Background: an optimization exercise with open tools, aiming at small area. Do not read the settings as production practice. In this exercise RTL edits were held to simulation tests only and were not proved equivalent to the original. Power is estimated from default activity; no workload was simulated.

==> flow/design.v <==
module gtx_usrclk_monitor #(
  parameter int    CHNL_NUM = 8,
  parameter        BUFG_NUM = "multi",
  parameter int    WIN_CYC  = 16000,
  parameter int    CNT_W    = 16,
  parameter int    EXP_CNT  = 1250,
  parameter int    TOL      = 8,
  parameter int    LOCK_WIN = 4
) (
  input  logic                            clk,
  input  logic                            rst,
  input  logic [CHNL_NUM-1:0]             tx_clk_tog,
  input  logic [CHNL_NUM-1:0]             rx_clk_tog,
  input  logic                            clr_loss,
  input  logic [$clog2(2*CHNL_NUM)-1:0]   cnt_sel,
  output logic [CHNL_NUM-1:0]             tx_clk_ok,
  output logic [CHNL_NUM-1:0]             rx_clk_ok,
  output logic [CHNL_NUM-1:0]             tx_loss,
  output logic [CHNL_NUM-1:0]             rx_loss,
  output logic [CNT_W-1:0]                cnt_rd,
  output logic                            win_done
);
  localparam int NMON  = 2 * CHNL_NUM;
  localparam int WIN_W = $clog2(WIN_CYC);
  localparam int EW    = $clog2(WIN_CYC + 1);    
  localparam int LO    = EXP_CNT - TOL;
  localparam int RNG   = 2 * TOL;                
  localparam int RB    = $clog2(RNG + 1);        
  localparam logic [WIN_W-1:0] WIN_START = WIN_W'((1 << WIN_W) - WIN_CYC);
  localparam logic [EW-1:0]    CNT_START = EW'((1 << EW) - LO);
  localparam logic [EW-1:0]    LO_V      = EW'(LO);
  localparam bit USE_LFSR = (WIN_CYC == 16000) && (WIN_W == 14);
  localparam logic [13:0] LF_SEED = 14'd293;
  localparam logic [13:0] LF_END  = 14'd12434;
  localparam logic [13:0] LF_FIX  = 14'h2000;    
  function automatic logic [WIN_W:0] inc_win(input logic [WIN_W-1:0] a, input logic ci);
    logic c;
    c = ci;
    for (int i = 0; i < WIN_W; i++) begin
      inc_win[i] = a[i] ^ c;
      c          = a[i] & c;
    end
    inc_win[WIN_W] = c;
  endfunction
  function automatic logic [EW-1:0] inc_cnt(input logic [EW-1:0] a, input logic ci);
    logic c;
    c = ci;
    for (int i = 0; i < EW; i++) begin
      inc_cnt[i] = a[i] ^ c;
      c          = a[i] & c;
    end
  endfunction
  function automatic logic [EW-1:0] add_lo(input logic [EW-1:0] a);
    logic c;
    c = 1'b0;
    for (int i = 0; i < EW; i++) begin
      add_lo[i] = a[i] ^ LO_V[i] ^ c;
      c         = LO_V[i] ? (a[i] | c) : (a[i] & c);
    end
  endfunction
  logic [WIN_W-1:0]    win_q;
  logic [WIN_W:0]      win_inc;
  logic                done_q;
  logic                win_end;
  logic                cnt_vld;
  logic                cnt_clr;
  logic [1:0]          rst_seen;
  logic [NMON-1:0]     tog;
  logic [EW-1:0]       cnt_arr [NMON];
  logic [NMON-1:0]     ok_vec;
  logic [NMON-1:0]     loss_vec;
  logic [WIN_W-1:0]    win_nxt;
  logic [WIN_W-1:0]    win_rst;
  if (USE_LFSR) begin : g_lfsr
    assign win_inc = '0;
    assign win_end = (win_q == LF_END);
    assign win_rst = LF_SEED;
    assign win_nxt = {win_q[12:0], win_q[13] ^ win_q[9] ^ win_q[2] ^ win_q[0]}
                     ^ (win_end ? LF_FIX : 14'd0);
  end else begin : g_bin
    assign win_inc = inc_win(win_q, 1'b1);
    assign win_end = win_inc[WIN_W];
    assign win_rst = WIN_START;
    assign win_nxt = win_inc[WIN_W-1:0] | (win_end ? WIN_START : '0);
  end
  assign cnt_clr = win_end | rst_seen[0] | rst_seen[1];
  assign tog     = {rx_clk_tog, tx_clk_tog};
  always_ff @(posedge clk or posedge rst) begin
    if (rst) begin
      win_q   <= win_rst;
      done_q  <= 1'b0;
      rst_seen <= 2'b11;
      cnt_vld <= 1'b0;
    end else begin
      win_q   <= win_nxt;
      done_q  <= win_end;
      rst_seen <= {rst_seen[0], 1'b0};
      if (done_q) cnt_vld <= 1'b1;
    end
  end
  for (genvar m = 0; m < NMON; m++) begin : g_mon
    logic [2:0]       sync_q;
    logic [EW-1:0]    edge_q;
    logic [EW-1:0]    edge_d;
    logic [EW-1:0]    cnt_q;
    logic [2:0]       st_q;
    logic             up;
    logic             loss_q;
    logic             good;
    assign edge_d = inc_cnt(edge_q, sync_q[1] ^ sync_q[2]);
    assign good   = (edge_d[EW-1:RB] == '0) && (!edge_d[RB-1] || (edge_d[RB-2:0] == '0));
    assign up     = st_q[2];
    always_ff @(posedge clk or posedge rst) begin
      if (rst) begin
        sync_q[0] <= 1'b0;
        st_q   <= '0;
        loss_q <= 1'b0;
      end else begin
        sync_q[0] <= tog[m];
        loss_q <= (win_end && up && !good) | (loss_q & ~clr_loss);
        if (win_end) begin
          st_q[0] <= good & ~st_q[1];
          st_q[1] <= good & (st_q[1] | st_q[0]);
          st_q[2] <= good & st_q[1] & ~st_q[0];
        end
      end
    end
    always_ff @(posedge clk) begin
      sync_q[2:1] <= sync_q[1:0];
      edge_q <= cnt_clr ? CNT_START : edge_d;
      if (win_end) cnt_q <= edge_d;
    end
    assign cnt_arr[m]  = cnt_q;
    assign ok_vec[m]   = up;
    assign loss_vec[m] = loss_q;
  end
  assign tx_clk_ok = ok_vec[CHNL_NUM-1:0];
  assign tx_loss   = loss_vec[CHNL_NUM-1:0];
  assign rx_clk_ok = ok_vec[NMON-1:CHNL_NUM];
  assign rx_loss   = loss_vec[NMON-1:CHNL_NUM];
  assign win_done  = done_q;
  logic [EW-1:0] rd_q;
  always_ff @(posedge clk) rd_q <= add_lo(cnt_arr[cnt_sel]);
  assign cnt_rd = cnt_vld ? CNT_W'(rd_q) : '0;
endmodule
module gtx_usrclk_monitor_top (
  input  logic        clk,
  input  logic        rst,
  input  logic [7:0]  tx_clk_tog,
  input  logic [7:0]  rx_clk_tog,
  input  logic        clr_loss,
  input  logic [3:0]  cnt_sel,
  output logic [7:0]  tx_clk_ok,
  output logic [7:0]  rx_clk_ok,
  output logic [7:0]  tx_loss,
  output logic [7:0]  rx_loss,
  output logic [15:0] cnt_rd,
  output logic        win_done
);
  gtx_usrclk_monitor #(
    .CHNL_NUM(8), .BUFG_NUM("multi"), .WIN_CYC(16000), .CNT_W(16),
    .EXP_CNT(1250), .TOL(8), .LOCK_WIN(4)
  ) u_mon (
    .clk(clk),
    .rst(rst),
    .tx_clk_tog(tx_clk_tog),
    .rx_clk_tog(rx_clk_tog),
    .clr_loss(clr_loss),
    .cnt_sel(cnt_sel),
    .tx_clk_ok(tx_clk_ok),
    .rx_clk_ok(rx_clk_ok),
    .tx_loss(tx_loss),
    .rx_loss(rx_loss),
    .cnt_rd(cnt_rd),
    .win_done(win_done)
  );
endmodule
export LEC_CHECK = 0
export CAP_MARGIN = 20
export CORE_MARGIN = 2
export CORE_UTILIZATION = 70
export PLACE_DENSITY = 0.8
export SLEW_MARGIN = 20
create_clock -name core_clock -period 5.0 [get_ports {clk}]
standard.sh (not shown) runs the stock make flow with config.mk's settings and CLKGATE_MAP_FILE= SYNTH_SCRIPT=/design/flow/synth_recipe.tcl, a recipe that flattens the netlist after the stock synthesis.
==> flow/flow/run.sh <==
#!/bin/bash
# Layout flow: the standard ORFS flow (standard synthesis unchanged), with
# these changes to how the layout is built:
#  * clock tree synthesis without dummy loads (-dont_use_dummy_load) and with
#    the buffer and clustering options in flow/cts_args.txt,
#  * the port buffers that ORFS inserts on every input and output use the
#    smallest buffer, sky130_fd_sc_hd__buf_1,
#  * any further ORFS variables listed one per line in flow/make_args.txt.
# Each tool's output goes to a log file in the work folder.
set -euo pipefail
CTS="-sink_clustering_enable -repair_clock_nets -dont_use_dummy_load"
if [[ -f flow/cts_args.txt ]]; then CTS="$(cat flow/cts_args.txt)"; fi
EXTRA=()
if [[ -f flow/make_args.txt ]]; then mapfile -t EXTRA < flow/make_args.txt; fi
bash standard.sh "CTS_ARGS=$CTS" "BUFFER_PORTS_ARGS=-buffer_cell sky130_fd_sc_hd__buf_1" "${EXTRA[@]}" finish > standard_flow.log 2>&1
==> flow/flow/cts_args.txt <==
-sink_clustering_enable -repair_clock_nets -dont_use_dummy_load -buf_list sky130_fd_sc_hd__clkbuf_8 -sink_clustering_size 16 -sink_clustering_max_diameter 100
Edit:
--- a/flow/design.v
+++ b/flow/design.v
@@ -97,38 +97,39 @@
       rst_seen <= {rst_seen[0], 1'b0};
       if (done_q) cnt_vld <= 1'b1;
     end
   end
   for (genvar m = 0; m < NMON; m++) begin : g_mon
-    logic [2:0]       sync_q;
+    logic             sync0_q;                  
+    logic [1:0]       sync_q;                   
     logic [EW-1:0]    edge_q;
     logic [EW-1:0]    edge_d;
     logic [EW-1:0]    cnt_q;
     logic [2:0]       st_q;
     logic             up;
     logic             loss_q;
     logic             good;
-    assign edge_d = inc_cnt(edge_q, sync_q[1] ^ sync_q[2]);
+    assign edge_d = inc_cnt(edge_q, sync_q[0] ^ sync_q[1]);
     assign good   = (edge_d[EW-1:RB] == '0) && (!edge_d[RB-1] || (edge_d[RB-2:0] == '0));
     assign up     = st_q[2];
     always_ff @(posedge clk or posedge rst) begin
       if (rst) begin
-        sync_q[0] <= 1'b0;
+        sync0_q <= 1'b0;
         st_q   <= '0;
         loss_q <= 1'b0;
       end else begin
-        sync_q[0] <= tog[m];
+        sync0_q <= tog[m];
         loss_q <= (win_end && up && !good) | (loss_q & ~clr_loss);
         if (win_end) begin
           st_q[0] <= good & ~st_q[1];
           st_q[1] <= good & (st_q[1] | st_q[0]);
           st_q[2] <= good & st_q[1] & ~st_q[0];
         end
       end
     end
     always_ff @(posedge clk) begin
-      sync_q[2:1] <= sync_q[1:0];
+      sync_q <= {sync_q[0], sync0_q};
       edge_q <= cnt_clr ? CNT_START : edge_d;
       if (win_end) cnt_q <= edge_d;
     end
     assign cnt_arr[m]  = cnt_q;
     assign ok_vec[m]   = up;
The new run finished clean; wire length stays the same; maximum frequency stays the same; worst setup slack is unchanged; clock power barely changes; non-clock buffer count does not change; die area stays the same; register-to-register slack hardly moves; cell count stays the same; global-route usage stays the same; power is unchanged.

Starts from the design.v that is shown in full above.
==> flow/config.mk <==
export PLATFORM = sky130hd
export DESIGN_NAME = gtx_usrclk_monitor_top
export DESIGN_NICKNAME = gtx_usrclk_monitor_top
export VERILOG_FILES = /design/flow/design.v
export SDC_FILE = /design/flow/constraint.sdc
export NUM_CORES = 4
export LEC_CHECK = 0
export CAP_MARGIN = 20
export CORE_MARGIN = 2
export CORE_UTILIZATION = 60
export PLACE_DENSITY = 0.75
export SLEW_MARGIN = 20
==> flow/constraint.sdc <==
create_clock -name core_clock -period 5.0 [get_ports {clk}]
set_input_delay 1.0000 -clock core_clock [delete_from_list [all_inputs] [get_ports {clk}]]
set_output_delay 1.0000 -clock core_clock [all_outputs]
set_load 0.01 [all_outputs]
Scripts as last shown in full above: flow/flow/run.sh, flow/flow/cts_args.txt
The starting point went through all stages and came out clean.
==> next run, changes <==
--- a/flow/design.v
+++ b/flow/design.v
@@ -63,9 +63,9 @@
   logic                done_q;
   logic                win_end;
   logic                cnt_vld;
   logic                cnt_clr;
-  logic [1:0]          rst_seen;
+  logic                rst_seen;
   logic [NMON-1:0]     tog;
   logic [EW-1:0]       cnt_arr [NMON];
   logic [NMON-1:0]     ok_vec;
   logic [NMON-1:0]     loss_vec;
@@ -82,20 +82,20 @@
     assign win_end = win_inc[WIN_W];
     assign win_rst = WIN_START;
     assign win_nxt = win_inc[WIN_W-1:0] | (win_end ? WIN_START : '0);
   end
-  assign cnt_clr = win_end | rst_seen[0] | rst_seen[1];
+  assign cnt_clr = win_end | rst_seen;
   assign tog     = {rx_clk_tog, tx_clk_tog};
   always_ff @(posedge clk or posedge rst) begin
     if (rst) begin
       win_q   <= win_rst;
       done_q  <= 1'b0;
-      rst_seen <= 2'b11;
+      rst_seen <= 1'b1;
       cnt_vld <= 1'b0;
     end else begin
       win_q   <= win_nxt;
       done_q  <= win_end;
-      rst_seen <= {rst_seen[0], 1'b0};
+      rst_seen <= 1'b0;
       if (done_q) cnt_vld <= 1'b1;
     end
   end
   for (genvar m = 0; m < NMON; m++) begin : g_mon
@@ -111,13 +111,13 @@
     assign good   = (edge_d[EW-1:RB] == '0) && (!edge_d[RB-1] || (edge_d[RB-2:0] == '0));
     assign up     = st_q[2];
     always_ff @(posedge clk or posedge rst) begin
       if (rst) begin
-        sync_q[0] <= 1'b0;
+        sync_q <= '0;
         st_q   <= '0;
         loss_q <= 1'b0;
       end else begin
-        sync_q[0] <= tog[m];
+        sync_q <= {sync_q[1:0], tog[m]};
         loss_q <= (win_end && up && !good) | (loss_q & ~clr_loss);
         if (win_end) begin
           st_q[0] <= good & ~st_q[1];
           st_q[1] <= good & (st_q[1] | st_q[0]);
@@ -125,9 +125,8 @@
         end
       end
     end
     always_ff @(posedge clk) begin
-      sync_q[2:1] <= sync_q[1:0];
       edge_q <= cnt_clr ? CNT_START : edge_d;
       if (win_end) cnt_q <= edge_d;
     end
     assign cnt_arr[m]  = cnt_q;
Power goes up by 3.4%.
Setup slack loses 180 ps.
Count of clock-buffer cells in the layout is unchanged.
Wire length grows by about 8%.
Register-to-register slack degrades by 180 ps.
Global-route usage increases by 1.7 points.
Clock power barely changes.
Final area grows by about 0.55%.

[what the ideal ports hide]
Ports are ideal in the flow. The routed layouts listed here were re-timed in OpenROAD.
Step 1 (the two cells are an assumption about what drives the block):
set clk [get_ports {clk}]
set_driving_cell -lib_cell sky130_fd_sc_hd__clkbuf_16 $clk
set_driving_cell -lib_cell sky130_fd_sc_hd__buf_2 [delete_from_list [all_inputs] $clk]
Step 2 times the ports against the registers' clock, not the clock port: input delays grow and output delays shrink by t, the midpoint of the rising clock arrivals with the driver on.
Slacks: ideal / step 1 / step 2; pairs: ideal / step 1.
run	t, ns	setup WS [ns]	worst hold slack (ns)	worst setup path after step 2	slew at the worst register clock pin (ns)
the first run of note 1	0.621	0.343 / 0.343 / 0.097	0.348 / 0.348 / 0.348	input to register	0.11 / 0.11
the second run of note 1	0.621	0.343 / 0.343 / 0.097	0.348 / 0.348 / 0.348	input to register	0.11 / 0.11
the first run of note 2	0.667	0.542 / 0.542 / 0.007	0.345 / 0.345 / 0.345	input to register	0.11 / 0.11
the second run of note 2	0.667	0.363 / 0.363 / 0.264	0.354 / 0.348 / 0.354	input to register	0.11 / 0.11
After both steps setup and hold are still met in every run listed. For the first run of note 2, which loses most, drivers alone change the setup slack by 0.000 ns; drivers and shift together by -0.535 ns.
